This design comes from an exercise in tuning for small area, a short achievable clock period and few clock cycles per item on the open sky130 flow, not from production work.
In this exercise RTL edits were held to simulation tests only and were not proved equivalent to the original.
Power is estimated from default activity; no workload was simulated.

$ cat flow/flow/run.sh
#!/bin/bash
# ORFS layout through the standard.sh, with two changes:
#  - synthesis runs flow/synth.tcl (the standard flow's script with the ABC script of
#    flow/logic.abc, no adder extraction, no quick abc pass);
#  - plain buffers on the ports instead of the default delay-cell buffers.
# Each tool's output goes to a log file in this folder.
set -euo pipefail
here=$(pwd)
export MY_ABC_SCRIPT=$here/flow/logic.abc
export BUFFER_PORTS_ARGS="-buffer_cell sky130_fd_sc_hd__buf_2"
sed "s#SYNTH_SCRIPT=[^ ]*#SYNTH_SCRIPT=$here/flow/synth.tcl#" standard.sh > my_standard.sh
bash my_standard.sh > standard.log 2>&1
$ cat flow/flow/logic.abc
strash
dc2
dch -f
amap
topo
stime -c
$ cat flow/design.v
package desCtrlPkg;
   localparam int BlockW = 64;
   localparam int HalfW = 32;  
   localparam int KeyW = 64;  
   localparam int SubkeyW = 48;
   localparam int NumRounds = 16;
   localparam int RoundIdxW = 4;
   localparam int CdW = 56;  
   localparam int HalfCdW = 28;  
   typedef enum logic [2:0]
   {
      Idle,  
      Load,  
      Round,  
      Finish,  
      Done  
   } ctrlState;
endpackage
package desTablesPkg;
   localparam logic [447:0] ipTableV = {
      7'd58, 7'd50, 7'd42, 7'd34, 7'd26, 7'd18, 7'd10, 7'd2, 7'd60, 7'd52, 7'd44, 7'd36, 7'd28, 7'd20, 7'd12, 7'd4,
      7'd62, 7'd54, 7'd46, 7'd38, 7'd30, 7'd22, 7'd14, 7'd6, 7'd64, 7'd56, 7'd48, 7'd40, 7'd32, 7'd24, 7'd16, 7'd8,
      7'd57, 7'd49, 7'd41, 7'd33, 7'd25, 7'd17, 7'd9, 7'd1, 7'd59, 7'd51, 7'd43, 7'd35, 7'd27, 7'd19, 7'd11, 7'd3,
      7'd61, 7'd53, 7'd45, 7'd37, 7'd29, 7'd21, 7'd13, 7'd5, 7'd63, 7'd55, 7'd47, 7'd39, 7'd31, 7'd23, 7'd15, 7'd7};
   localparam logic [447:0] fpTableV = {
      7'd40, 7'd8, 7'd48, 7'd16, 7'd56, 7'd24, 7'd64, 7'd32, 7'd39, 7'd7, 7'd47, 7'd15, 7'd55, 7'd23, 7'd63, 7'd31,
      7'd38, 7'd6, 7'd46, 7'd14, 7'd54, 7'd22, 7'd62, 7'd30, 7'd37, 7'd5, 7'd45, 7'd13, 7'd53, 7'd21, 7'd61, 7'd29,
      7'd36, 7'd4, 7'd44, 7'd12, 7'd52, 7'd20, 7'd60, 7'd28, 7'd35, 7'd3, 7'd43, 7'd11, 7'd51, 7'd19, 7'd59, 7'd27,
      7'd34, 7'd2, 7'd42, 7'd10, 7'd50, 7'd18, 7'd58, 7'd26, 7'd33, 7'd1, 7'd41, 7'd9, 7'd49, 7'd17, 7'd57, 7'd25};
   localparam logic [335:0] eTableV = {
      7'd32, 7'd1, 7'd2, 7'd3, 7'd4, 7'd5, 7'd4, 7'd5, 7'd6, 7'd7, 7'd8, 7'd9, 7'd8, 7'd9, 7'd10, 7'd11,
      7'd12, 7'd13, 7'd12, 7'd13, 7'd14, 7'd15, 7'd16, 7'd17, 7'd16, 7'd17, 7'd18, 7'd19, 7'd20, 7'd21, 7'd20, 7'd21,
      7'd22, 7'd23, 7'd24, 7'd25, 7'd24, 7'd25, 7'd26, 7'd27, 7'd28, 7'd29, 7'd28, 7'd29, 7'd30, 7'd31, 7'd32, 7'd1};
   localparam logic [223:0] pTableV = {
      7'd16, 7'd7, 7'd20, 7'd21, 7'd29, 7'd12, 7'd28, 7'd17, 7'd1, 7'd15, 7'd23, 7'd26, 7'd5, 7'd18, 7'd31, 7'd10,
      7'd2, 7'd8, 7'd24, 7'd14, 7'd32, 7'd27, 7'd3, 7'd9, 7'd19, 7'd13, 7'd30, 7'd6, 7'd22, 7'd11, 7'd4, 7'd25};
   localparam logic [391:0] pc1TableV = {
      7'd57, 7'd49, 7'd41, 7'd33, 7'd25, 7'd17, 7'd9, 7'd1, 7'd58, 7'd50, 7'd42, 7'd34, 7'd26, 7'd18, 7'd10, 7'd2,
      7'd59, 7'd51, 7'd43, 7'd35, 7'd27, 7'd19, 7'd11, 7'd3, 7'd60, 7'd52, 7'd44, 7'd36, 7'd63, 7'd55, 7'd47, 7'd39,
      7'd31, 7'd23, 7'd15, 7'd7, 7'd62, 7'd54, 7'd46, 7'd38, 7'd30, 7'd22, 7'd14, 7'd6, 7'd61, 7'd53, 7'd45, 7'd37,
      7'd29, 7'd21, 7'd13, 7'd5, 7'd28, 7'd20, 7'd12, 7'd4};
   localparam logic [335:0] pc2TableV = {
      7'd14, 7'd17, 7'd11, 7'd24, 7'd1, 7'd5, 7'd3, 7'd28, 7'd15, 7'd6, 7'd21, 7'd10, 7'd23, 7'd19, 7'd12, 7'd4,
      7'd26, 7'd8, 7'd16, 7'd7, 7'd27, 7'd20, 7'd13, 7'd2, 7'd41, 7'd52, 7'd31, 7'd37, 7'd47, 7'd55, 7'd30, 7'd40,
      7'd51, 7'd45, 7'd33, 7'd48, 7'd44, 7'd49, 7'd39, 7'd56, 7'd34, 7'd53, 7'd46, 7'd42, 7'd50, 7'd36, 7'd29, 7'd32};
   localparam logic [111:0] shiftTableV = {
      7'd1, 7'd1, 7'd2, 7'd2, 7'd2, 7'd2, 7'd2, 7'd2, 7'd1, 7'd2, 7'd2, 7'd2, 7'd2, 7'd2, 7'd2, 7'd1};
   localparam logic [2047:0] sboxTableV = {
      4'd14, 4'd4, 4'd13, 4'd1, 4'd2, 4'd15, 4'd11, 4'd8, 4'd3, 4'd10, 4'd6, 4'd12, 4'd5, 4'd9, 4'd0, 4'd7,
      4'd0, 4'd15, 4'd7, 4'd4, 4'd14, 4'd2, 4'd13, 4'd1, 4'd10, 4'd6, 4'd12, 4'd11, 4'd9, 4'd5, 4'd3, 4'd8,
      4'd4, 4'd1, 4'd14, 4'd8, 4'd13, 4'd6, 4'd2, 4'd11, 4'd15, 4'd12, 4'd9, 4'd7, 4'd3, 4'd10, 4'd5, 4'd0,
      4'd15, 4'd12, 4'd8, 4'd2, 4'd4, 4'd9, 4'd1, 4'd7, 4'd5, 4'd11, 4'd3, 4'd14, 4'd10, 4'd0, 4'd6, 4'd13,
      4'd15, 4'd1, 4'd8, 4'd14, 4'd6, 4'd11, 4'd3, 4'd4, 4'd9, 4'd7, 4'd2, 4'd13, 4'd12, 4'd0, 4'd5, 4'd10,
      4'd3, 4'd13, 4'd4, 4'd7, 4'd15, 4'd2, 4'd8, 4'd14, 4'd12, 4'd0, 4'd1, 4'd10, 4'd6, 4'd9, 4'd11, 4'd5,
      4'd0, 4'd14, 4'd7, 4'd11, 4'd10, 4'd4, 4'd13, 4'd1, 4'd5, 4'd8, 4'd12, 4'd6, 4'd9, 4'd3, 4'd2, 4'd15,
      4'd13, 4'd8, 4'd10, 4'd1, 4'd3, 4'd15, 4'd4, 4'd2, 4'd11, 4'd6, 4'd7, 4'd12, 4'd0, 4'd5, 4'd14, 4'd9,
      4'd10, 4'd0, 4'd9, 4'd14, 4'd6, 4'd3, 4'd15, 4'd5, 4'd1, 4'd13, 4'd12, 4'd7, 4'd11, 4'd4, 4'd2, 4'd8,
      4'd13, 4'd7, 4'd0, 4'd9, 4'd3, 4'd4, 4'd6, 4'd10, 4'd2, 4'd8, 4'd5, 4'd14, 4'd12, 4'd11, 4'd15, 4'd1,
      4'd13, 4'd6, 4'd4, 4'd9, 4'd8, 4'd15, 4'd3, 4'd0, 4'd11, 4'd1, 4'd2, 4'd12, 4'd5, 4'd10, 4'd14, 4'd7,
      4'd1, 4'd10, 4'd13, 4'd0, 4'd6, 4'd9, 4'd8, 4'd7, 4'd4, 4'd15, 4'd14, 4'd3, 4'd11, 4'd5, 4'd2, 4'd12,
      4'd7, 4'd13, 4'd14, 4'd3, 4'd0, 4'd6, 4'd9, 4'd10, 4'd1, 4'd2, 4'd8, 4'd5, 4'd11, 4'd12, 4'd4, 4'd15,
      4'd13, 4'd8, 4'd11, 4'd5, 4'd6, 4'd15, 4'd0, 4'd3, 4'd4, 4'd7, 4'd2, 4'd12, 4'd1, 4'd10, 4'd14, 4'd9,
      4'd10, 4'd6, 4'd9, 4'd0, 4'd12, 4'd11, 4'd7, 4'd13, 4'd15, 4'd1, 4'd3, 4'd14, 4'd5, 4'd2, 4'd8, 4'd4,
      4'd3, 4'd15, 4'd0, 4'd6, 4'd10, 4'd1, 4'd13, 4'd8, 4'd9, 4'd4, 4'd5, 4'd11, 4'd12, 4'd7, 4'd2, 4'd14,
      4'd2, 4'd12, 4'd4, 4'd1, 4'd7, 4'd10, 4'd11, 4'd6, 4'd8, 4'd5, 4'd3, 4'd15, 4'd13, 4'd0, 4'd14, 4'd9,
      4'd14, 4'd11, 4'd2, 4'd12, 4'd4, 4'd7, 4'd13, 4'd1, 4'd5, 4'd0, 4'd15, 4'd10, 4'd3, 4'd9, 4'd8, 4'd6,
      4'd4, 4'd2, 4'd1, 4'd11, 4'd10, 4'd13, 4'd7, 4'd8, 4'd15, 4'd9, 4'd12, 4'd5, 4'd6, 4'd3, 4'd0, 4'd14,
      4'd11, 4'd8, 4'd12, 4'd7, 4'd1, 4'd14, 4'd2, 4'd13, 4'd6, 4'd15, 4'd0, 4'd9, 4'd10, 4'd4, 4'd5, 4'd3,
      4'd12, 4'd1, 4'd10, 4'd15, 4'd9, 4'd2, 4'd6, 4'd8, 4'd0, 4'd13, 4'd3, 4'd4, 4'd14, 4'd7, 4'd5, 4'd11,
      4'd10, 4'd15, 4'd4, 4'd2, 4'd7, 4'd12, 4'd9, 4'd5, 4'd6, 4'd1, 4'd13, 4'd14, 4'd0, 4'd11, 4'd3, 4'd8,
      4'd9, 4'd14, 4'd15, 4'd5, 4'd2, 4'd8, 4'd12, 4'd3, 4'd7, 4'd0, 4'd4, 4'd10, 4'd1, 4'd13, 4'd11, 4'd6,
      4'd4, 4'd3, 4'd2, 4'd12, 4'd9, 4'd5, 4'd15, 4'd10, 4'd11, 4'd14, 4'd1, 4'd7, 4'd6, 4'd0, 4'd8, 4'd13,
      4'd4, 4'd11, 4'd2, 4'd14, 4'd15, 4'd0, 4'd8, 4'd13, 4'd3, 4'd12, 4'd9, 4'd7, 4'd5, 4'd10, 4'd6, 4'd1,
      4'd13, 4'd0, 4'd11, 4'd7, 4'd4, 4'd9, 4'd1, 4'd10, 4'd14, 4'd3, 4'd5, 4'd12, 4'd2, 4'd15, 4'd8, 4'd6,
      4'd1, 4'd4, 4'd11, 4'd13, 4'd12, 4'd3, 4'd7, 4'd14, 4'd10, 4'd15, 4'd6, 4'd8, 4'd0, 4'd5, 4'd9, 4'd2,
      4'd6, 4'd11, 4'd13, 4'd8, 4'd1, 4'd4, 4'd10, 4'd7, 4'd9, 4'd5, 4'd0, 4'd15, 4'd14, 4'd2, 4'd3, 4'd12,
      4'd13, 4'd2, 4'd8, 4'd4, 4'd6, 4'd15, 4'd11, 4'd1, 4'd10, 4'd9, 4'd3, 4'd14, 4'd5, 4'd0, 4'd12, 4'd7,
      4'd1, 4'd15, 4'd13, 4'd8, 4'd10, 4'd3, 4'd7, 4'd4, 4'd12, 4'd5, 4'd6, 4'd11, 4'd0, 4'd14, 4'd9, 4'd2,
      4'd7, 4'd11, 4'd4, 4'd1, 4'd9, 4'd12, 4'd14, 4'd2, 4'd0, 4'd6, 4'd10, 4'd13, 4'd15, 4'd3, 4'd5, 4'd8,
      4'd2, 4'd1, 4'd14, 4'd7, 4'd4, 4'd10, 4'd8, 4'd13, 4'd15, 4'd12, 4'd9, 4'd0, 4'd3, 4'd5, 4'd6, 4'd11};
endpackage
module desSbox #(
   parameter int boxIdx = 0
) (
   input logic [5:0] sIn,
   output logic [3:0] sOut
);
   logic [3:0] s1;
   logic [3:0] s2;
   logic [3:0] s3;
   logic [3:0] s4;
   logic [3:0] s5;
   logic [3:0] s6;
   logic [3:0] s7;
   logic [3:0] s8;
   always_comb
   begin
      case (sIn)
         6'd0: s1 = 4'd14;
         6'd1: s1 = 4'd0;
         6'd2: s1 = 4'd4;
         6'd3: s1 = 4'd15;
         6'd4: s1 = 4'd13;
         6'd5: s1 = 4'd7;
         6'd6: s1 = 4'd1;
         6'd7: s1 = 4'd4;
         6'd8: s1 = 4'd2;
         6'd9: s1 = 4'd14;
         6'd10: s1 = 4'd15;
         6'd11: s1 = 4'd2;
         6'd12: s1 = 4'd11;
         6'd13: s1 = 4'd13;
         6'd14: s1 = 4'd8;
         6'd15: s1 = 4'd1;
         6'd16: s1 = 4'd3;
         6'd17: s1 = 4'd10;
         6'd18: s1 = 4'd10;
         6'd19: s1 = 4'd6;
         6'd20: s1 = 4'd6;
         6'd21: s1 = 4'd12;
         6'd22: s1 = 4'd12;
         6'd23: s1 = 4'd11;
         6'd24: s1 = 4'd5;
         6'd25: s1 = 4'd9;
         6'd26: s1 = 4'd9;
         6'd27: s1 = 4'd5;
         6'd28: s1 = 4'd0;
         6'd29: s1 = 4'd3;
         6'd30: s1 = 4'd7;
         6'd31: s1 = 4'd8;
         6'd32: s1 = 4'd4;
         6'd33: s1 = 4'd15;
         6'd34: s1 = 4'd1;
         6'd35: s1 = 4'd12;
         6'd36: s1 = 4'd14;
         6'd37: s1 = 4'd8;
         6'd38: s1 = 4'd8;
         6'd39: s1 = 4'd2;
         6'd40: s1 = 4'd13;
         6'd41: s1 = 4'd4;
         6'd42: s1 = 4'd6;
         6'd43: s1 = 4'd9;
         6'd44: s1 = 4'd2;
         6'd45: s1 = 4'd1;
         6'd46: s1 = 4'd11;
         6'd47: s1 = 4'd7;
         6'd48: s1 = 4'd15;
         6'd49: s1 = 4'd5;
         6'd50: s1 = 4'd12;
         6'd51: s1 = 4'd11;
         6'd52: s1 = 4'd9;
         6'd53: s1 = 4'd3;
         6'd54: s1 = 4'd7;
         6'd55: s1 = 4'd14;
         6'd56: s1 = 4'd3;
         6'd57: s1 = 4'd10;
         6'd58: s1 = 4'd10;
         6'd59: s1 = 4'd0;
         6'd60: s1 = 4'd5;
         6'd61: s1 = 4'd6;
         6'd62: s1 = 4'd0;
         6'd63: s1 = 4'd13;
         default: s1 = 4'd0;
      endcase
   end
   always_comb
   begin
      case (sIn)
         6'd0: s2 = 4'd15;
         6'd1: s2 = 4'd3;
         6'd2: s2 = 4'd1;
         6'd3: s2 = 4'd13;
         6'd4: s2 = 4'd8;
         6'd5: s2 = 4'd4;
         6'd6: s2 = 4'd14;
         6'd7: s2 = 4'd7;
         6'd8: s2 = 4'd6;
         6'd9: s2 = 4'd15;
         6'd10: s2 = 4'd11;
         6'd11: s2 = 4'd2;
         6'd12: s2 = 4'd3;
         6'd13: s2 = 4'd8;
         6'd14: s2 = 4'd4;
         6'd15: s2 = 4'd14;
         6'd16: s2 = 4'd9;
         6'd17: s2 = 4'd12;
         6'd18: s2 = 4'd7;
         6'd19: s2 = 4'd0;
         6'd20: s2 = 4'd2;
         6'd21: s2 = 4'd1;
         6'd22: s2 = 4'd13;
         6'd23: s2 = 4'd10;
         6'd24: s2 = 4'd12;
         6'd25: s2 = 4'd6;
         6'd26: s2 = 4'd0;
         6'd27: s2 = 4'd9;
         6'd28: s2 = 4'd5;
         6'd29: s2 = 4'd11;
         6'd30: s2 = 4'd10;
         6'd31: s2 = 4'd5;
         6'd32: s2 = 4'd0;
         6'd33: s2 = 4'd13;
         6'd34: s2 = 4'd14;
         6'd35: s2 = 4'd8;
         6'd36: s2 = 4'd7;
         6'd37: s2 = 4'd10;
         6'd38: s2 = 4'd11;
         6'd39: s2 = 4'd1;
         6'd40: s2 = 4'd10;
         6'd41: s2 = 4'd3;
         6'd42: s2 = 4'd4;
         6'd43: s2 = 4'd15;
         6'd44: s2 = 4'd13;
         6'd45: s2 = 4'd4;
         6'd46: s2 = 4'd1;
         6'd47: s2 = 4'd2;
         6'd48: s2 = 4'd5;
         6'd49: s2 = 4'd11;
         6'd50: s2 = 4'd8;
         6'd51: s2 = 4'd6;
         6'd52: s2 = 4'd12;
         6'd53: s2 = 4'd7;
         6'd54: s2 = 4'd6;
         6'd55: s2 = 4'd12;
         6'd56: s2 = 4'd9;
         6'd57: s2 = 4'd0;
         6'd58: s2 = 4'd3;
         6'd59: s2 = 4'd5;
         6'd60: s2 = 4'd2;
         6'd61: s2 = 4'd14;
         6'd62: s2 = 4'd15;
         6'd63: s2 = 4'd9;
         default: s2 = 4'd0;
      endcase
   end
   always_comb
   begin
      case (sIn)
         6'd0: s3 = 4'd10;
         6'd1: s3 = 4'd13;
         6'd2: s3 = 4'd0;
         6'd3: s3 = 4'd7;
         6'd4: s3 = 4'd9;
         6'd5: s3 = 4'd0;
         6'd6: s3 = 4'd14;
         6'd7: s3 = 4'd9;
         6'd8: s3 = 4'd6;
         6'd9: s3 = 4'd3;
         6'd10: s3 = 4'd3;
         6'd11: s3 = 4'd4;
         6'd12: s3 = 4'd15;
         6'd13: s3 = 4'd6;
         6'd14: s3 = 4'd5;
         6'd15: s3 = 4'd10;
         6'd16: s3 = 4'd1;
         6'd17: s3 = 4'd2;
         6'd18: s3 = 4'd13;
         6'd19: s3 = 4'd8;
         6'd20: s3 = 4'd12;
         6'd21: s3 = 4'd5;
         6'd22: s3 = 4'd7;
         6'd23: s3 = 4'd14;
         6'd24: s3 = 4'd11;
         6'd25: s3 = 4'd12;
         6'd26: s3 = 4'd4;
         6'd27: s3 = 4'd11;
         6'd28: s3 = 4'd2;
         6'd29: s3 = 4'd15;
         6'd30: s3 = 4'd8;
         6'd31: s3 = 4'd1;
         6'd32: s3 = 4'd13;
         6'd33: s3 = 4'd1;
         6'd34: s3 = 4'd6;
         6'd35: s3 = 4'd10;
         6'd36: s3 = 4'd4;
         6'd37: s3 = 4'd13;
         6'd38: s3 = 4'd9;
         6'd39: s3 = 4'd0;
         6'd40: s3 = 4'd8;
         6'd41: s3 = 4'd6;
         6'd42: s3 = 4'd15;
         6'd43: s3 = 4'd9;
         6'd44: s3 = 4'd3;
         6'd45: s3 = 4'd8;
         6'd46: s3 = 4'd0;
         6'd47: s3 = 4'd7;
         6'd48: s3 = 4'd11;
         6'd49: s3 = 4'd4;
         6'd50: s3 = 4'd1;
         6'd51: s3 = 4'd15;
         6'd52: s3 = 4'd2;
         6'd53: s3 = 4'd14;
         6'd54: s3 = 4'd12;
         6'd55: s3 = 4'd3;
         6'd56: s3 = 4'd5;
         6'd57: s3 = 4'd11;
         6'd58: s3 = 4'd10;
         6'd59: s3 = 4'd5;
         6'd60: s3 = 4'd14;
         6'd61: s3 = 4'd2;
         6'd62: s3 = 4'd7;
         6'd63: s3 = 4'd12;
         default: s3 = 4'd0;
      endcase
   end
   always_comb
   begin
      case (sIn)
         6'd0: s4 = 4'd7;
         6'd1: s4 = 4'd13;
         6'd2: s4 = 4'd13;
         6'd3: s4 = 4'd8;
         6'd4: s4 = 4'd14;
         6'd5: s4 = 4'd11;
         6'd6: s4 = 4'd3;
         6'd7: s4 = 4'd5;
         6'd8: s4 = 4'd0;
         6'd9: s4 = 4'd6;
         6'd10: s4 = 4'd6;
         6'd11: s4 = 4'd15;
         6'd12: s4 = 4'd9;
         6'd13: s4 = 4'd0;
         6'd14: s4 = 4'd10;
         6'd15: s4 = 4'd3;
         6'd16: s4 = 4'd1;
         6'd17: s4 = 4'd4;
         6'd18: s4 = 4'd2;
         6'd19: s4 = 4'd7;
         6'd20: s4 = 4'd8;
         6'd21: s4 = 4'd2;
         6'd22: s4 = 4'd5;
         6'd23: s4 = 4'd12;
         6'd24: s4 = 4'd11;
         6'd25: s4 = 4'd1;
         6'd26: s4 = 4'd12;
         6'd27: s4 = 4'd10;
         6'd28: s4 = 4'd4;
         6'd29: s4 = 4'd14;
         6'd30: s4 = 4'd15;
         6'd31: s4 = 4'd9;
         6'd32: s4 = 4'd10;
         6'd33: s4 = 4'd3;
         6'd34: s4 = 4'd6;
         6'd35: s4 = 4'd15;
         6'd36: s4 = 4'd9;
         6'd37: s4 = 4'd0;
         6'd38: s4 = 4'd0;
         6'd39: s4 = 4'd6;
         6'd40: s4 = 4'd12;
         6'd41: s4 = 4'd10;
         6'd42: s4 = 4'd11;
         6'd43: s4 = 4'd1;
         6'd44: s4 = 4'd7;
         6'd45: s4 = 4'd13;
         6'd46: s4 = 4'd13;
         6'd47: s4 = 4'd8;
         6'd48: s4 = 4'd15;
         6'd49: s4 = 4'd9;
         6'd50: s4 = 4'd1;
         6'd51: s4 = 4'd4;
         6'd52: s4 = 4'd3;
         6'd53: s4 = 4'd5;
         6'd54: s4 = 4'd14;
         6'd55: s4 = 4'd11;
         6'd56: s4 = 4'd5;
         6'd57: s4 = 4'd12;
         6'd58: s4 = 4'd2;
         6'd59: s4 = 4'd7;
         6'd60: s4 = 4'd8;
         6'd61: s4 = 4'd2;
         6'd62: s4 = 4'd4;
         6'd63: s4 = 4'd14;
         default: s4 = 4'd0;
      endcase
   end
   always_comb
   begin
      case (sIn)
         6'd0: s5 = 4'd2;
         6'd1: s5 = 4'd14;
         6'd2: s5 = 4'd12;
         6'd3: s5 = 4'd11;
         6'd4: s5 = 4'd4;
         6'd5: s5 = 4'd2;
         6'd6: s5 = 4'd1;
         6'd7: s5 = 4'd12;
         6'd8: s5 = 4'd7;
         6'd9: s5 = 4'd4;
         6'd10: s5 = 4'd10;
         6'd11: s5 = 4'd7;
         6'd12: s5 = 4'd11;
         6'd13: s5 = 4'd13;
         6'd14: s5 = 4'd6;
         6'd15: s5 = 4'd1;
         6'd16: s5 = 4'd8;
         6'd17: s5 = 4'd5;
         6'd18: s5 = 4'd5;
         6'd19: s5 = 4'd0;
         6'd20: s5 = 4'd3;
         6'd21: s5 = 4'd15;
         6'd22: s5 = 4'd15;
         6'd23: s5 = 4'd10;
         6'd24: s5 = 4'd13;
         6'd25: s5 = 4'd3;
         6'd26: s5 = 4'd0;
         6'd27: s5 = 4'd9;
         6'd28: s5 = 4'd14;
         6'd29: s5 = 4'd8;
         6'd30: s5 = 4'd9;
         6'd31: s5 = 4'd6;
         6'd32: s5 = 4'd4;
         6'd33: s5 = 4'd11;
         6'd34: s5 = 4'd2;
         6'd35: s5 = 4'd8;
         6'd36: s5 = 4'd1;
         6'd37: s5 = 4'd12;
         6'd38: s5 = 4'd11;
         6'd39: s5 = 4'd7;
         6'd40: s5 = 4'd10;
         6'd41: s5 = 4'd1;
         6'd42: s5 = 4'd13;
         6'd43: s5 = 4'd14;
         6'd44: s5 = 4'd7;
         6'd45: s5 = 4'd2;
         6'd46: s5 = 4'd8;
         6'd47: s5 = 4'd13;
         6'd48: s5 = 4'd15;
         6'd49: s5 = 4'd6;
         6'd50: s5 = 4'd9;
         6'd51: s5 = 4'd15;
         6'd52: s5 = 4'd12;
         6'd53: s5 = 4'd0;
         6'd54: s5 = 4'd5;
         6'd55: s5 = 4'd9;
         6'd56: s5 = 4'd6;
         6'd57: s5 = 4'd10;
         6'd58: s5 = 4'd3;
         6'd59: s5 = 4'd4;
         6'd60: s5 = 4'd0;
         6'd61: s5 = 4'd5;
         6'd62: s5 = 4'd14;
         6'd63: s5 = 4'd3;
         default: s5 = 4'd0;
      endcase
   end
   always_comb
   begin
      case (sIn)
         6'd0: s6 = 4'd12;
         6'd1: s6 = 4'd10;
         6'd2: s6 = 4'd1;
         6'd3: s6 = 4'd15;
         6'd4: s6 = 4'd10;
         6'd5: s6 = 4'd4;
         6'd6: s6 = 4'd15;
         6'd7: s6 = 4'd2;
         6'd8: s6 = 4'd9;
         6'd9: s6 = 4'd7;
         6'd10: s6 = 4'd2;
         6'd11: s6 = 4'd12;
         6'd12: s6 = 4'd6;
         6'd13: s6 = 4'd9;
         6'd14: s6 = 4'd8;
         6'd15: s6 = 4'd5;
         6'd16: s6 = 4'd0;
         6'd17: s6 = 4'd6;
         6'd18: s6 = 4'd13;
         6'd19: s6 = 4'd1;
         6'd20: s6 = 4'd3;
         6'd21: s6 = 4'd13;
         6'd22: s6 = 4'd4;
         6'd23: s6 = 4'd14;
         6'd24: s6 = 4'd14;
         6'd25: s6 = 4'd0;
         6'd26: s6 = 4'd7;
         6'd27: s6 = 4'd11;
         6'd28: s6 = 4'd5;
         6'd29: s6 = 4'd3;
         6'd30: s6 = 4'd11;
         6'd31: s6 = 4'd8;
         6'd32: s6 = 4'd9;
         6'd33: s6 = 4'd4;
         6'd34: s6 = 4'd14;
         6'd35: s6 = 4'd3;
         6'd36: s6 = 4'd15;
         6'd37: s6 = 4'd2;
         6'd38: s6 = 4'd5;
         6'd39: s6 = 4'd12;
         6'd40: s6 = 4'd2;
         6'd41: s6 = 4'd9;
         6'd42: s6 = 4'd8;
         6'd43: s6 = 4'd5;
         6'd44: s6 = 4'd12;
         6'd45: s6 = 4'd15;
         6'd46: s6 = 4'd3;
         6'd47: s6 = 4'd10;
         6'd48: s6 = 4'd7;
         6'd49: s6 = 4'd11;
         6'd50: s6 = 4'd0;
         6'd51: s6 = 4'd14;
         6'd52: s6 = 4'd4;
         6'd53: s6 = 4'd1;
         6'd54: s6 = 4'd10;
         6'd55: s6 = 4'd7;
         6'd56: s6 = 4'd1;
         6'd57: s6 = 4'd6;
         6'd58: s6 = 4'd13;
         6'd59: s6 = 4'd0;
         6'd60: s6 = 4'd11;
         6'd61: s6 = 4'd8;
         6'd62: s6 = 4'd6;
         6'd63: s6 = 4'd13;
         default: s6 = 4'd0;
      endcase
   end
   always_comb
   begin
      case (sIn)
         6'd0: s7 = 4'd4;
         6'd1: s7 = 4'd13;
         6'd2: s7 = 4'd11;
         6'd3: s7 = 4'd0;
         6'd4: s7 = 4'd2;
         6'd5: s7 = 4'd11;
         6'd6: s7 = 4'd14;
         6'd7: s7 = 4'd7;
         6'd8: s7 = 4'd15;
         6'd9: s7 = 4'd4;
         6'd10: s7 = 4'd0;
         6'd11: s7 = 4'd9;
         6'd12: s7 = 4'd8;
         6'd13: s7 = 4'd1;
         6'd14: s7 = 4'd13;
         6'd15: s7 = 4'd10;
         6'd16: s7 = 4'd3;
         6'd17: s7 = 4'd14;
         6'd18: s7 = 4'd12;
         6'd19: s7 = 4'd3;
         6'd20: s7 = 4'd9;
         6'd21: s7 = 4'd5;
         6'd22: s7 = 4'd7;
         6'd23: s7 = 4'd12;
         6'd24: s7 = 4'd5;
         6'd25: s7 = 4'd2;
         6'd26: s7 = 4'd10;
         6'd27: s7 = 4'd15;
         6'd28: s7 = 4'd6;
         6'd29: s7 = 4'd8;
         6'd30: s7 = 4'd1;
         6'd31: s7 = 4'd6;
         6'd32: s7 = 4'd1;
         6'd33: s7 = 4'd6;
         6'd34: s7 = 4'd4;
         6'd35: s7 = 4'd11;
         6'd36: s7 = 4'd11;
         6'd37: s7 = 4'd13;
         6'd38: s7 = 4'd13;
         6'd39: s7 = 4'd8;
         6'd40: s7 = 4'd12;
         6'd41: s7 = 4'd1;
         6'd42: s7 = 4'd3;
         6'd43: s7 = 4'd4;
         6'd44: s7 = 4'd7;
         6'd45: s7 = 4'd10;
         6'd46: s7 = 4'd14;
         6'd47: s7 = 4'd7;
         6'd48: s7 = 4'd10;
         6'd49: s7 = 4'd9;
         6'd50: s7 = 4'd15;
         6'd51: s7 = 4'd5;
         6'd52: s7 = 4'd6;
         6'd53: s7 = 4'd0;
         6'd54: s7 = 4'd8;
         6'd55: s7 = 4'd15;
         6'd56: s7 = 4'd0;
         6'd57: s7 = 4'd14;
         6'd58: s7 = 4'd5;
         6'd59: s7 = 4'd2;
         6'd60: s7 = 4'd9;
         6'd61: s7 = 4'd3;
         6'd62: s7 = 4'd2;
         6'd63: s7 = 4'd12;
         default: s7 = 4'd0;
      endcase
   end
   always_comb
   begin
      case (sIn)
         6'd0: s8 = 4'd13;
         6'd1: s8 = 4'd1;
         6'd2: s8 = 4'd2;
         6'd3: s8 = 4'd15;
         6'd4: s8 = 4'd8;
         6'd5: s8 = 4'd13;
         6'd6: s8 = 4'd4;
         6'd7: s8 = 4'd8;
         6'd8: s8 = 4'd6;
         6'd9: s8 = 4'd10;
         6'd10: s8 = 4'd15;
         6'd11: s8 = 4'd3;
         6'd12: s8 = 4'd11;
         6'd13: s8 = 4'd7;
         6'd14: s8 = 4'd1;
         6'd15: s8 = 4'd4;
         6'd16: s8 = 4'd10;
         6'd17: s8 = 4'd12;
         6'd18: s8 = 4'd9;
         6'd19: s8 = 4'd5;
         6'd20: s8 = 4'd3;
         6'd21: s8 = 4'd6;
         6'd22: s8 = 4'd14;
         6'd23: s8 = 4'd11;
         6'd24: s8 = 4'd5;
         6'd25: s8 = 4'd0;
         6'd26: s8 = 4'd0;
         6'd27: s8 = 4'd14;
         6'd28: s8 = 4'd12;
         6'd29: s8 = 4'd9;
         6'd30: s8 = 4'd7;
         6'd31: s8 = 4'd2;
         6'd32: s8 = 4'd7;
         6'd33: s8 = 4'd2;
         6'd34: s8 = 4'd11;
         6'd35: s8 = 4'd1;
         6'd36: s8 = 4'd4;
         6'd37: s8 = 4'd14;
         6'd38: s8 = 4'd1;
         6'd39: s8 = 4'd7;
         6'd40: s8 = 4'd9;
         6'd41: s8 = 4'd4;
         6'd42: s8 = 4'd12;
         6'd43: s8 = 4'd10;
         6'd44: s8 = 4'd14;
         6'd45: s8 = 4'd8;
         6'd46: s8 = 4'd2;
         6'd47: s8 = 4'd13;
         6'd48: s8 = 4'd0;
         6'd49: s8 = 4'd15;
         6'd50: s8 = 4'd6;
         6'd51: s8 = 4'd12;
         6'd52: s8 = 4'd10;
         6'd53: s8 = 4'd9;
         6'd54: s8 = 4'd13;
         6'd55: s8 = 4'd0;
         6'd56: s8 = 4'd15;
         6'd57: s8 = 4'd3;
         6'd58: s8 = 4'd3;
         6'd59: s8 = 4'd5;
         6'd60: s8 = 4'd5;
         6'd61: s8 = 4'd6;
         6'd62: s8 = 4'd8;
         6'd63: s8 = 4'd11;
         default: s8 = 4'd0;
      endcase
   end
   always_comb
   begin
      case (boxIdx)
         0: sOut = s1;
         1: sOut = s2;
         2: sOut = s3;
         3: sOut = s4;
         4: sOut = s5;
         5: sOut = s6;
         6: sOut = s7;
         7: sOut = s8;
         default: sOut = 4'd0;
      endcase
   end
endmodule
module desRoundFunction (
   input logic [desCtrlPkg::HalfW-1:0] rightHalf,
   input logic [desCtrlPkg::SubkeyW-1:0] subkey,
   output logic [desCtrlPkg::HalfW-1:0] fOut
);
   localparam int HalfW = desCtrlPkg::HalfW;
   localparam int SubkeyW = desCtrlPkg::SubkeyW;
   localparam logic [335:0] eTableV = desTablesPkg::eTableV;
   localparam logic [223:0] pTableV = desTablesPkg::pTableV;
   localparam int NumBoxes = 8;
   logic [SubkeyW-1:0] expanded;
   logic [SubkeyW-1:0] mixed;
   logic [HalfW-1:0] sCat;
   always_comb
   begin
      for (int i = 0; i < SubkeyW; i++)
      begin
         expanded[SubkeyW-1-i] = rightHalf[HalfW - eTableV[7*(47 - (i)) +: 7]];
      end
   end
   assign mixed = expanded ^ subkey;  
   for (genvar k = 0; k < NumBoxes; k++)
   begin : gBox
      desSbox #(
         .boxIdx(k)
      ) uSbox (
         .sIn(mixed[SubkeyW-1-6*k -: 6]),
         .sOut(sCat[HalfW-1-4*k -: 4])
      );
   end
   always_comb
   begin
      for (int i = 0; i < HalfW; i++)
      begin
         fOut[HalfW-1-i] = sCat[HalfW - pTableV[7*(31 - (i)) +: 7]];
      end
   end
endmodule
module desKeySchedule (
   input logic clk,
   input logic load,
   input logic shiftOne,
   input logic decrypt,
   input logic [desCtrlPkg::KeyW-1:0] key,
   output logic [desCtrlPkg::SubkeyW-1:0] subkey
);
   localparam int KeyW = desCtrlPkg::KeyW;
   localparam int SubkeyW = desCtrlPkg::SubkeyW;
   localparam int CdW = desCtrlPkg::CdW;
   localparam int HalfCdW = desCtrlPkg::HalfCdW;
   localparam logic [391:0] pc1TableV = desTablesPkg::pc1TableV;
   localparam logic [335:0] pc2TableV = desTablesPkg::pc2TableV;
   logic [CdW-1:0] pc1Out;
   logic [HalfCdW-1:0] c0, d0;
   logic [HalfCdW-1:0] cReg, dReg;
   logic [HalfCdW-1:0] cLoad, dLoad, cNext, dNext;
   logic [CdW-1:0] cdCur;
   logic decryptQ;
   always_comb
   begin
      for (int i = 0; i < CdW; i++)
      begin
         pc1Out[CdW-1-i] = key[KeyW - pc1TableV[7*(55 - (i)) +: 7]];
      end
   end
   assign c0 = pc1Out[CdW-1:HalfCdW];
   assign d0 = pc1Out[HalfCdW-1:0];
   assign cLoad = decrypt ? c0 : {c0[HalfCdW-2:0], c0[HalfCdW-1]};
   assign dLoad = decrypt ? d0 : {d0[HalfCdW-2:0], d0[HalfCdW-1]};
   always_comb
   begin
      case ({decryptQ, shiftOne})
         2'b00: begin
            cNext = {cReg[HalfCdW-3:0], cReg[HalfCdW-1:HalfCdW-2]};
            dNext = {dReg[HalfCdW-3:0], dReg[HalfCdW-1:HalfCdW-2]};
         end
         2'b01: begin
            cNext = {cReg[HalfCdW-2:0], cReg[HalfCdW-1]};
            dNext = {dReg[HalfCdW-2:0], dReg[HalfCdW-1]};
         end
         2'b10: begin
            cNext = {cReg[1:0], cReg[HalfCdW-1:2]};
            dNext = {dReg[1:0], dReg[HalfCdW-1:2]};
         end
         default: begin
            cNext = {cReg[0], cReg[HalfCdW-1:1]};
            dNext = {dReg[0], dReg[HalfCdW-1:1]};
         end
      endcase
   end
   always_ff @(posedge clk)
   begin
      if (load)
      begin
         decryptQ <= decrypt;
         cReg <= cLoad;
         dReg <= dLoad;
      end
      else
      begin
         cReg <= cNext;
         dReg <= dNext;
      end
   end
   assign cdCur = {cReg, dReg};
   always_comb
   begin
      for (int i = 0; i < SubkeyW; i++)
      begin
         subkey[SubkeyW-1-i] = cdCur[CdW - pc2TableV[7*(47 - (i)) +: 7]];
      end
   end
endmodule
module desDataPath (
   input logic clk,
   input logic load,
   input logic step,
   input logic [desCtrlPkg::BlockW-1:0] block,
   input logic [desCtrlPkg::HalfW-1:0] fOut,
   output logic [desCtrlPkg::HalfW-1:0] rightHalf,
   output logic [desCtrlPkg::BlockW-1:0] result
);
   localparam int BlockW = desCtrlPkg::BlockW;
   localparam int HalfW = desCtrlPkg::HalfW;
   localparam logic [447:0] ipTableV = desTablesPkg::ipTableV;
   localparam logic [447:0] fpTableV = desTablesPkg::fpTableV;
   logic [BlockW-1:0] ipOut;
   logic [BlockW-1:0] fpIn;
   logic [HalfW-1:0] lReg, rReg;
   always_comb
   begin
      for (int i = 0; i < BlockW; i++)
      begin
         ipOut[BlockW-1-i] = block[BlockW - ipTableV[7*(63 - (i)) +: 7]];
      end
   end
   always_ff @(posedge clk)
   begin
      if (load)
      begin
         lReg <= ipOut[BlockW-1:HalfW];
         rReg <= ipOut[HalfW-1:0];
      end
      else if (step)
      begin
         lReg <= rReg;
         rReg <= lReg ^ fOut;  
      end
   end
   assign fpIn = {rReg, lReg};  
   always_comb
   begin
      for (int i = 0; i < BlockW; i++)
      begin
         result[BlockW-1-i] = fpIn[BlockW - fpTableV[7*(63 - (i)) +: 7]];
      end
   end
   assign rightHalf = rReg;
endmodule
module desControl (
   input logic clk,
   input logic rstN,
   input logic req,
   output logic ack,
   output logic load,
   output logic step,
   output logic shiftOne
);
   logic run;
   logic ackQ;
   logic [3:0] roundCnt;
   always_ff @(posedge clk)
   begin
      if (!rstN)
      begin
         run <= 1'b0;
         ackQ <= 1'b0;
      end
      else if (!run && !ackQ)
      begin
         if (req)
            run <= 1'b1;
      end
      else if (run)
      begin
         if (roundCnt == 4'd15)
         begin
            run <= 1'b0;
            ackQ <= 1'b1;
         end
      end
      else if (!req)
         ackQ <= 1'b0;  
   end
   always_ff @(posedge clk)
   begin
      if (!run)
         roundCnt <= '0;
      else
         roundCnt <= roundCnt + 1'b1;
   end
   assign load = !run && !ackQ;
   assign step = run;
   assign shiftOne = (roundCnt == 4'd0) || (roundCnt == 4'd7) || (roundCnt == 4'd14);
   assign ack = ackQ;
endmodule
module desCore (
   input logic clk,
   input logic rstN,
   input logic req,
   output logic ack,
   input logic decrypt,
   input logic [desCtrlPkg::BlockW-1:0] block,
   input logic [desCtrlPkg::KeyW-1:0] key,
   output logic [desCtrlPkg::BlockW-1:0] result
);
   localparam int HalfW = desCtrlPkg::HalfW;
   localparam int SubkeyW = desCtrlPkg::SubkeyW;
   logic load;
   logic step;
   logic shiftOne;
   logic [SubkeyW-1:0] subkey;
   logic [HalfW-1:0] rightHalf;
   logic [HalfW-1:0] fOut;
   desControl uControl (
      .clk(clk),
      .rstN(rstN),
      .req(req),
      .ack(ack),
      .load(load),
      .step(step),
      .shiftOne(shiftOne)
   );
   desKeySchedule uKeySchedule (
      .clk(clk),
      .load(load),
      .shiftOne(shiftOne),
      .decrypt(decrypt),
      .key(key),
      .subkey(subkey)
   );
   desRoundFunction uRoundFunction (
      .rightHalf(rightHalf),
      .subkey(subkey),
      .fOut(fOut)
   );
   desDataPath uDataPath (
      .clk(clk),
      .load(load),
      .step(step),
      .block(block),
      .fOut(fOut),
      .rightHalf(rightHalf),
      .result(result)
   );
endmodule
$ cat flow/standard.sh
#!/bin/bash
# synth_recipe.tcl (not shown) runs the flow's synth.tcl, then flattens the netlist and writes it again
# the make line also repeats each setting of config.mk as NAME=value (left out here)
make -C /OpenROAD-flow-scripts/flow DESIGN_CONFIG=/design/flow/config.mk WORK_HOME=/design/flow/orfs CLKGATE_MAP_FILE= SYNTH_SCRIPT=/design/flow/synth_recipe.tcl "${@:-finish}"
$ cat flow/config.mk
export PLATFORM = sky130hd
export DESIGN_NAME = desCore
export DESIGN_NICKNAME = desCore
export VERILOG_FILES = /design/flow/design.v
export SDC_FILE = /design/flow/constraint.sdc
export NUM_CORES = 4
export LEC_CHECK = 0
export ABC_AREA = 1
export CAP_MARGIN = 20
export CORE_MARGIN = 2
export CORE_UTILIZATION = 40
export SLEW_MARGIN = 20
$ cat flow/flow/synth.tcl
# The standard flow's synthesis (synth_recipe.tcl) with three changes: Yosys's quick
# abc pass inside synth is skipped, half/full adders are not extracted (so
# the final ABC run sees all the logic), and ABC runs the script named in
# MY_ABC_SCRIPT instead of ORFS's area script.
proc synth {args} { yosys synth -nofsm -noshare -noabc {*}$args }
proc extract_fa {args} { }
proc abc {args} {
  set i [lsearch -exact $args -script]
  if {$i >= 0} { lset args [expr {$i + 1}] $::env(MY_ABC_SCRIPT) }
  yosys abc {*}$args
}
source $::env(SCRIPTS_DIR)/synth.tcl
# left out here: clear keep_hierarchy, flatten, clean up, hide names made inside functions, write 1_2_yosys.v
$ cat flow/constraint.sdc
create_clock -name core_clock -period 10.0 [get_ports {clk}]
set_input_delay 2.0000 -clock core_clock [delete_from_list [all_inputs] [get_ports {clk}]]
set_output_delay 2.0000 -clock core_clock [all_outputs]
set_load 0.01 [all_outputs]
==> results of run 1 <==
==> routing by layer <==
| layer | share of wire (%) | vias up | GRT usage (%) |
|---|---|---|---|
| met2 | 46 | 569 | 46.07 |
| li1 | - | 5534 | - |
| met3 | 7.4 | 69 | 3.840 |
| met4 | 3.0 | 0 | 10.18 |
| met5 | 0 | - | 0 |
| met1 | 44 | 5365 | 39.31 |
==> layout make-up <==
cell class | instances | area [um2]
Antenna cell | 2 | 5.005
Clock inverter | 10 | 56.30
Fill cell | 2397 | 11880
Inverter | 166 | 625.6
Tap cell | 319 | 399.1
Clock buffer | 22 | 496.7
Timing Repair Buffer | 201 | 1039
Multi-Input combinational cell | 1020 | 5776
Sequential cell | 127 | 3193
==> sequential cells by signal, indices dropped and copies added (netlist names) <==
| register | cells |
|---|---|
| uControl.ackQ | 1 |
| uDataPath.rReg | 32 |
| uKeySchedule.decryptQ | 1 |
| uKeySchedule.cReg | 28 |
| uKeySchedule.dReg | 28 |
| uControl.roundCnt | 4 |
| uDataPath.lReg | 32 |
| uControl.run | 1 |
==> placed cells by master (no fill, tap or decap), types with 3 or more instances in the layout <==
cell type                   netlist  layout
sky130_fd_sc_hd__edfxtp_1        65      65
sky130_fd_sc_hd__a21boi_0         3       3
sky130_fd_sc_hd__o221a_1          5       5
sky130_fd_sc_hd__clkinv_1       166     164
sky130_fd_sc_hd__o31ai_1          5       5
sky130_fd_sc_hd__buf_4            0      13
sky130_fd_sc_hd__a211oi_1        15      15
sky130_fd_sc_hd__buf_2            0     188
sky130_fd_sc_hd__o211ai_1         9       9
sky130_fd_sc_hd__a31o_1           3       3
sky130_fd_sc_hd__nand2_1         93      93
sky130_fd_sc_hd__nor2_1         253     252
sky130_fd_sc_hd__o221ai_1        27      27
sky130_fd_sc_hd__a221oi_1        48      48
sky130_fd_sc_hd__or3_1            3       3
sky130_fd_sc_hd__a22oi_1         26      26
sky130_fd_sc_hd__a31oi_1         17      17
sky130_fd_sc_hd__or2_0            3       3
sky130_fd_sc_hd__inv_4            0       3
sky130_fd_sc_hd__a21oi_1         93      93
sky130_fd_sc_hd__a222oi_1        10      10
sky130_fd_sc_hd__dfxtp_1         62      62
sky130_fd_sc_hd__o22a_1          37      37
sky130_fd_sc_hd__nand3_1          8       8
sky130_fd_sc_hd__o22ai_1        103     103
sky130_fd_sc_hd__nor3_1          27      27
sky130_fd_sc_hd__xnor2_1         18      18
sky130_fd_sc_hd__clkinv_2         0       5
sky130_fd_sc_hd__o32a_1           7       7
sky130_fd_sc_hd__o21a_1           4       4
sky130_fd_sc_hd__o32ai_1         21      20
sky130_fd_sc_hd__clkbuf_16        0      19
sky130_fd_sc_hd__a2111oi_0        7       7
sky130_fd_sc_hd__o21ai_0        158     158
==> worst min path at each step <==
stage,endpoint,start,depth (start not counted),slack [ns]
6_report,uControl.roundCnt[0]$_SDFF_PN0_,uControl.roundCnt[0]$_SDFF_PN0_,1,0.47
5_1_grt,uKeySchedule.dReg[1]$_DFF_P_,uKeySchedule.dReg[2]$_DFF_P_,2,0.51
4_1_cts,uControl.roundCnt[0]$_SDFF_PN0_,uControl.roundCnt[0]$_SDFF_PN0_,1,0.48
3_5_place_dp,uControl.roundCnt[0]$_SDFF_PN0_,uControl.roundCnt[0]$_SDFF_PN0_,1,0.46
3_3_place_gp,uControl.roundCnt[0]$_SDFF_PN0_,uControl.roundCnt[0]$_SDFF_PN0_,1,0.45
2_1_floorplan,uControl.roundCnt[0]$_SDFF_PN0_,uControl.roundCnt[0]$_SDFF_PN0_,1,0.43
==> stage by stage <==
step / instance area (um2) / worst slack (ns) / utilization, % / power [mW] / hold slack (ns)
after CTS: 11580 / 6.316 / 49.36 / 2.775 / 0.4757
final: 11590 / 6.139 / 49.38 / 2.802 / 0.4743
after global routing: 11590 / 5.926 / 49.38 / 2.986 / 0.5134
after floorplan: 9577 / 2.333 / - / 1.742 / 0.4304
after detailed placement: 11030 / 6.092 / 47.00 / 2.169 / 0.4627
after global placement: 11030 / 6.110 / 47.00 / 2.167 / 0.4502
==> power groups by stage <==
stage	sequential, mW	combinational (mW)	clock (mW)
floorplan	0.749	0.993	0
global placement	0.758	1.41	0
detailed placement	0.758	1.41	0
CTS	0.748	1.42	0.607
global route	0.761	1.60	0.626
finish	0.752	1.45	0.604
==> cells in the mapped netlist, types with 10 or more instances <==
| cell type | n | area (um2) |
|---|---|---|
| sky130_fd_sc_hd__a211oi_1 | 15 | 112.6 |
| sky130_fd_sc_hd__a21oi_1 | 93 | 465.5 |
| sky130_fd_sc_hd__a221oi_1 | 48 | 420.4 |
| sky130_fd_sc_hd__a222oi_1 | 10 | 100.1 |
| sky130_fd_sc_hd__a22oi_1 | 26 | 195.2 |
| sky130_fd_sc_hd__a31oi_1 | 17 | 106.4 |
| sky130_fd_sc_hd__clkinv_1 | 166 | 623.1 |
| sky130_fd_sc_hd__dfxtp_1 | 62 | 1241 |
| sky130_fd_sc_hd__edfxtp_1 | 65 | 1952 |
| sky130_fd_sc_hd__nand2_1 | 93 | 349.1 |
| sky130_fd_sc_hd__nor2_1 | 253 | 949.7 |
| sky130_fd_sc_hd__nor3_1 | 27 | 135.1 |
| sky130_fd_sc_hd__o21ai_0 | 158 | 790.8 |
| sky130_fd_sc_hd__o221ai_1 | 27 | 236.5 |
| sky130_fd_sc_hd__o22a_1 | 37 | 324.1 |
| sky130_fd_sc_hd__o22ai_1 | 103 | 644.4 |
| sky130_fd_sc_hd__o32ai_1 | 21 | 183.9 |
| sky130_fd_sc_hd__xnor2_1 | 18 | 157.7 |
==> cells by family (layout without fill, tap and decap cells) <==
| family | count (synthesis) | in the layout | synth area share [%] |
|---|---|---|---|
| XOR/XNOR | 18 | 18 | 1.646 |
| flip-flops | 127 | 127 | 33.34 |
| other | 0 | 2 | 0 |
| AO/OA/AOI/OAI | 610 | 610 | 42.38 |
| AND/OR/NAND/NOR | 392 | 392 | 16.12 |
| buffers and inverters | 166 | 399 | 6.506 |
==> out/results.env, run 1 <==
PWR_DENSITY_CELL_mW_PER_MM2=241.7
AREA_OF_THE_MAPPED_NETLIST_MM2=0.009577
INITIAL_UTILIZATION_PCT=40.80
CP.DEPTH=9
CTSHOLDBUFFERS=0
SYNTH_SEQ_AREA_SHARE_PCT=33.34
P_LEAK_nW=4.251
ANTENNA_LEFT=0
CLKPWRFRAC_PCT=21.6
GRT_FIRST_PASS_WIRELENGTH_UM=58370
WORST_PATH_LARGEST_CELL_DELAY_NS=0.83
WORSTSETUPSTARTPOINT='uKeySchedule.cReg[1]$_DFF_P_'
GRT_START_MAX_NET_PINS=74
YOSYSWARNINGS=12
WORSTPATHBUFFERINVERTERCOUNT=2
SEQUENTIAL_SHARE_OF_POWER_PCT=26.8
NUM_ROWS=56
FINAL_MIN_PERIOD_OVER_CLOCK_PERIOD_PCT=38.61
GRT_ANTENNA_BEFORE_REPAIR=2
NET_SWITCHING_mW=1.290
MAXCLOCKFREQUENCY_MHz=259.0
FINISH.NET_COUNT=1665
WORST_PATH_DOMINANT_CELL_FAMILY='compound AO/OA/AOI/OAI gates'
DETAILEDROUTE.FIRSTPASSITERATIONCOUNT=6
GRT_SETUP_UNREPAIRED='false'
DIEWIDTH_UM=158.7
FINAL.MIN_CLOCK_PERIOD_NS=3.861
TOTAL_CLOCK_BUFFERS_CREATED_BY_CTS=17
CORE_AREA_MM2=0.02347
FINAL_HPWL_FROM_DETAILED_PLACEMENT_UM=27030
TIMING.HOLD.WORST.CLASS='register to register'
YOSYS_MOST_USED_DFF='sky130_fd_sc_hd__edfxtp_1'
POST-PLACE-CELLS=1833
REPORT.FINAL.SLEW_VIOL_COUNT=0
HTREE_LEVELS=4
CTS.ROOT.BUFFER_CELL='sky130_fd_sc_hd__clkbuf_16'
SETUP_VIOL=0
TRITONCTS_NUM_SINKS=127
DRT_WL_TOTAL_UM=37260
CRITICAL_PATH.CELL_CHAIN='clkinv_1, o22ai_1, clkinv_1, or2_0, o22ai_1, nor2_1, o32ai_1, a21oi_1, o22a_1'
CTSRESIZECOUNT=0
GRT.OVERFLOW.TOTAL=0
TIMING.CRITICAL_PATH.FROM_TYPE='register'
CRITPATHSLOWESTCELL='sky130_fd_sc_hd__o22ai_1'
WORST_IR_DROP_VDD_mV=0.1280
SYNTH-EDFF-COUNT=65
CTS.CLK_SLEW.WORST_PATHS_NS=0.06
WORST_SETUP_PATH_ENDPOINT='uDataPath.rReg[6]$_DFFE_PP_'
WL_PER_CELL_UM=19.96
SETUP.REG_TO_REG.WORST_SLACK_NS=6.14
POST-ROUTE-DRC-COUNT=0
FIRST_GLOBAL_VIAS=10611
COMB_POWER_SHARE_PCT=51.6
SLEW_HEADROOM_PCT=26.83
POST_ROUTE_CELLS_DRIVE_ABOVE_1_SHARE_PCT=15.20
OUTCOME='complete, no violations'
RR_STARTPOINT='uKeySchedule.cReg[1]$_DFF_P_'
DR.FIRST_ITER.DRC_COUNT=1279
P_SW_SHARE_PCT=46.05
FINALCLOCKSKEW_NS=0.01404
HOLD_VIOL_FINAL=0
GPL_CONGESTION=0.9742
R2R.WORST_PATH.CELLS=9
VIAS=11537
SETUP-TNS-FINAL_NS=0
DIE_AREA_MM2=0.02520
R2R-END='uDataPath.rReg[6]$_DFFE_PP_'
CAP_VIOL_MAX_COUNT=0
GROUTE.USAGE.OVERALL_PCT=28.61
PATH_CLASS='register to register'
CTS_SETUP_BUFFERS=0
NUM_IO_PINS=197
TRITONCTS='built'
SYNTH_CELL_TYPES=42
CRITICAL_PATH_DATA_ARRIVAL_TIME_NS=4.05
TIGHTESTPINTRANSITION_NS=1.098
AVGVIACOUNTPERCELL=6.179
FINISH.CELL_COUNT_WITHOUT_FILLERS=1867
CP_DATA_REQUIRED_TIME_NS=10.18
CLKLATENCYLATEPIN_NS=0.43
NETLIST_INSTANCES=1313
POSTSYNTHAREAPERCELL_UM2=7.294
DIE_H_UM=158.7
POSTSYNTHREGISTERBITS=127
CRITPATHCAPTURETYPE='register'
SYNTHARSTFLOPSHARE_PCT=0
AREAGROWTHSYNTHTOFINISH_PCT=21.02
PLACE.PORT_BUFFERS=188
INTERNAL_POWER_mW=1.512
SYNTH_NETS=1445
WORST-PATH-MAX-FANOUT=12
CTS.PATH.MAX_BUFFERS=2
Testbench counts, summed over its fixed seeds: cycles 7,680, items 384.
==> run 2: changes to the inputs <==
==> flow/flow/run.sh (replaced) <==
#!/bin/bash
# Standard ORFS layout, with plain buffers on the ports instead of the
# default delay-cell buffers. Each tool's output goes to a log file here.
cp standard.sh standard_sh.log
export BUFFER_PORTS_ARGS="-buffer_cell sky130_fd_sc_hd__buf_2"
bash standard.sh > standard.log 2>&1
removed: flow/flow/logic.abc
removed: flow/flow/synth.tcl
==> run 2 against run 1 <==
Compared with the run above:
- total power increased by 29%
- first-iteration DRC count increased by 29%
- synthesized cell count increased by 51%
- clock skew about the same
- clock power increased by 4.8%
- critical endpoint is now result[24]
==> out/results.env, run 2 <==
POSTSYNTHREGISTERBITS=127
HTREE_LEVELS=4
SYNTH_TOP_AREA_SHARE_PCT=22.27
SYNTHTOPCELLSBYAREA='sky130_fd_sc_hd__nand2_1 (22%), sky130_fd_sc_hd__edfxtp_1 (16%), sky130_fd_sc_hd__nand3_1 (14%)'
LAYOUT.CELLS.MOST_COMMON='sky130_fd_sc_hd__nand2_1'
YOSYS_MOST_USED_DFF='sky130_fd_sc_hd__edfxtp_1'
FINAL_MIN_PERIOD_OVER_CLOCK_PERIOD_PCT=33.86
SYNTH_FA_HA_AREA_SHARE_PCT=5.861
CP_DATA_REQUIRED_TIME_NS=8.00
SYNTH_TOP_CELLS_BY_COUNT='sky130_fd_sc_hd__nand2_1 (722), sky130_fd_sc_hd__nand3_1 (333), sky130_fd_sc_hd__inv_1 (161), sky130_fd_sc_hd__o21ai_0 (154), sky130_fd_sc_hd__nor2_1 (112)'
GRT.OVERFLOW.TOTAL=0
TRITONCTS_NUM_SINKS=127
PLACE.PORT_BUFFERS=188
CRITPATHSLOWESTCELL='sky130_fd_sc_hd__edfxtp_1'
FINISH.NET_COUNT=2287
HOLD-WORST-SLACK_NS=0.4673
SETUP-TNS-FINAL_NS=0
ANTENNA_LEFT=0
FILLERS=3221
INITIAL_UTILIZATION_PCT=40.84
LAYOUT_COMMON_CELLS='sky130_fd_sc_hd__nand2_1 (722), sky130_fd_sc_hd__nand3_1 (333), sky130_fd_sc_hd__buf_2 (188), sky130_fd_sc_hd__inv_1 (160), sky130_fd_sc_hd__o21ai_0 (154)'
GROUTE.USAGE.OVERALL_PCT=27.74
NETLIST_INSTANCES=1977
PWR_DENSITY_CELL_mW_PER_MM2=262.1
WORST_PATH_DOMINANT_CELL_FAMILY='flip-flops'
SYNTH-XOR-AREA-SHARE_PCT=4.668
NUM_IO_PINS=197
SYNTH_NETS=2166
AREA_OF_THE_MAPPED_NETLIST_MM2=0.01217
CTS.CLK_SLEW.WORST_PATHS_NS=0.06
AREA.SEQUENTIAL_MM2=0.003193
MAXCLOCKFREQUENCY_MHz=295.4
CRITPATHCAPTURETYPE='primary output'
WORST_IR_DROP_VDD_mV=0.1022
CORE_AREA_MM2=0.02980
DRT_WL_TOTAL_UM=44070
CTSHOLDBUFFERS=0
FINAL_HPWL_FROM_DETAILED_PLACEMENT_UM=31970
CRITICAL_PATH.CELL_CHAIN='buf_2'
SETUP_VIOL=0
SYNTH_TOP_FAMILY_BY_AREA='simple AND/OR/NAND/NOR gates'
CTSRESIZECOUNT=0
GRT_ANTENNA_BEFORE_REPAIR=3
OUTCOME='complete, no violations'
AREA_SHARE_OF_AND_OR_NAND_NOR_CELLS_AFTER_SYNTHESIS_PCT=40.86
REG.LARGEST.LIST='uDataPath.lReg (32), uDataPath.rReg (32)'
CTS.ROOT.BUFFER_CELL='sky130_fd_sc_hd__clkbuf_16'
POST_ROUTE_CELLS_DRIVE_ABOVE_1_SHARE_PCT=12.46
POST-ROUTE-DRC-COUNT=0
POSTSYNTHAREAPERCELL_UM2=6.155
GRT_SETUP_UNREPAIRED='false'
DIE_H_UM=178.4
MULTI_INPUT_AREA_MM2=0.007909
FIRST_GLOBAL_VIAS=12494
GRT_START_MAX_NET_PINS=91
AVGVIACOUNTPERCELL=5.460
FINAL.MIN_CLOCK_PERIOD_NS=3.386
SYNTHARSTFLOPSHARE_PCT=0
DIE_AREA_MM2=0.03183
SYNTH_MOST_COMMON_CELL='sky130_fd_sc_hd__nand2_1'
VIAS=13666
GRT_FIRST_PASS_WIRELENGTH_UM=69390
WORST_PATH_LARGEST_CELL_DELAY_NS=0.71
PATH_CLASS='register to primary output'
TRITONCTS='built'
NUM_ROWS=63
MUXSHAREOFSYNTHAREA_PCT=0
DIEWIDTH_UM=178.4
CLKLATENCYLATEPIN_NS=0.43
SLEW_HEADROOM_PCT=31.53
TIMING.CRITICAL_PATH.FROM_TYPE='register'
SYNTH_TOP_AREA_CELL='sky130_fd_sc_hd__nand2_1'
SYNTH-EDFF-COUNT=65
FINAL_CORE_UTILIZATION_PCT=46.42
FIN_TOTAL_PWR_mW=3.625
DR.FIRST_ITER.DRC_COUNT=1654
FINALCLOCKSKEW_NS=0.01412
AREAGROWTHSYNTHTOFINISH_PCT=13.65
YOSYSWARNINGS=12
TIGHTESTPINTRANSITION_NS=1.027
CTS_SETUP_BUFFERS=0
HOLD_VIOL_FINAL=0
SETUP.REG_TO_REG.WORST_SLACK_NS=6.98
DETAILEDROUTE.FIRSTPASSITERATIONCOUNT=6
TIMING.HOLD.WORST.CLASS='register to register'
WORST-PATH-MAX-FANOUT=5
WORSTPATHBUFFERINVERTERCOUNT=1
CTS.PATH.MAX_BUFFERS=2
SYNTH_SEQ_AREA_SHARE_PCT=26.24
WL_PER_CELL_UM=17.61
SYNTH_COMPOUND_AREA_SHARE_PCT=13.38
SYNTH_CELL_TYPES=37
GPL_CONGESTION=0.9439
REPORT.FINAL.SLEW_VIOL_COUNT=0
TOTAL_CLOCK_BUFFERS_CREATED_BY_CTS=17
P_LEAK_nW=6.984
CRITICAL_PATH_DATA_ARRIVAL_TIME_NS=1.39
CAP_VIOL_MAX_COUNT=0
==> run 2: changes by cell type after synthesis, sizes merged, moves of 61 or more <==
cell	delta
nand2	+631
inv	+167
nor2	-141
a21oi	-65
nand3	+327
o22ai	-61
clkinv	-164
==> run 2: path summary, 6_finish.rpt <==
path | from | end | cells past startpoint
max | uDataPath.rReg[4]$_DFFE_PP_ | result[24] | 1
min | uControl.roundCnt[0]$_SDFF_PN0_ | uControl.roundCnt[0]$_SDFF_PN0_ | 1
max reg2reg | uDataPath.rReg[11]$_DFFE_PP_ | uDataPath.rReg[24]$_DFFE_PP_ | 12
min reg2reg | uControl.roundCnt[0]$_SDFF_PN0_ | uControl.roundCnt[0]$_SDFF_PN0_ | 1
==> run 2: cell families (layout without fill, tap and decap cells) <==
kind of cell,Yosys count,after routing
AO/OA/AOI/OAI,283,283
AND/OR/NAND/NOR,1193,1193
XOR/XNOR,52,52
adder cells (fa/ha/maj),57,57
flip-flops,127,127
buffers and inverters,265,399
other,0,2
==> run 2: cell type report <==
type,count,share of cell area [%]
diodes,2,0.03619
clock buffers,20,3.465
clock inverters,12,0.7599
inverters,169,4.596
multi-input cells,1585,57.18
flip-flops and latches,127,23.09
well taps,390,3.528
repair buffers,198,7.346
==> run 2: worst register-to-register path: cells and delay by family, from the launching register on <==
kind / cells / cell delay, ns
and+or+nand+nor: 7 / 0.71
xor gates and xnor gates: 1 / 0.66
DFF: 1 / 0.51
adders and majority gates: 1 / 0.44
buffers and inverters: 2 / 0.32
AOI/OAI and AO/OA: 1 / 0.13
==> run 2: metrics by stage <==
step,instance area (um2),std cells,worst slack (ns)
finish,13830,2503,6.614
detailed placement,13230,2469,6.292
global route,13830,2502,6.541
CTS,13820,2501,6.613
global placement,13230,2469,6.312
floorplan,12170,1977,7.088
==> run 2: where the power goes <==
part           total (mW)  switching (mW)  internal, mW
clock               0.633           0.261         0.372
combinational        2.16            1.44         0.726
sequential          0.829           0.172         0.657
==> run 2: per-layer routing <==
metal / global-route usage [%] / part of all wire, % / vias up
met5: 0 / 0.036 / -
met4: 7.486 / 1.9 / 2
met3: 4.028 / 6.6 / 49
met2: 43.34 / 44 / 551
met1: 39.74 / 47 / 6270
li1: - / - / 6794

[afterwards: timing with drivers on the ports]
Ports are ideal in the flow. The routed layouts listed here were re-timed in OpenROAD.
Step 1: set_driving_cell puts a clkbuf_16 on clk and a buf_2 on each other input, an assumption about the parent block.
Step 2 times the ports against the registers' clock, not the clock port: input delays grow and output delays shrink by t, the midpoint of the rising clock arrivals with the driver on.
a / b / c = ideal / step 1 / step 2; a / b = the first two.
| run | t (ns) | slack for setup (ns) | hold WS [ns] |
|---|---|---|---|
| run 1 | 0.472 | 6.139 / 6.139 / 6.026 | 0.474 / 0.474 / 0.474 |
| run 2 | 0.478 | 6.614 / 6.563 / 6.233 | 0.467 / 0.467 / 0.467 |
After both steps setup and hold are still met in every run listed. For run 2, which loses most, drivers alone change the setup slack by -0.051 ns; drivers and shift together by -0.381 ns.
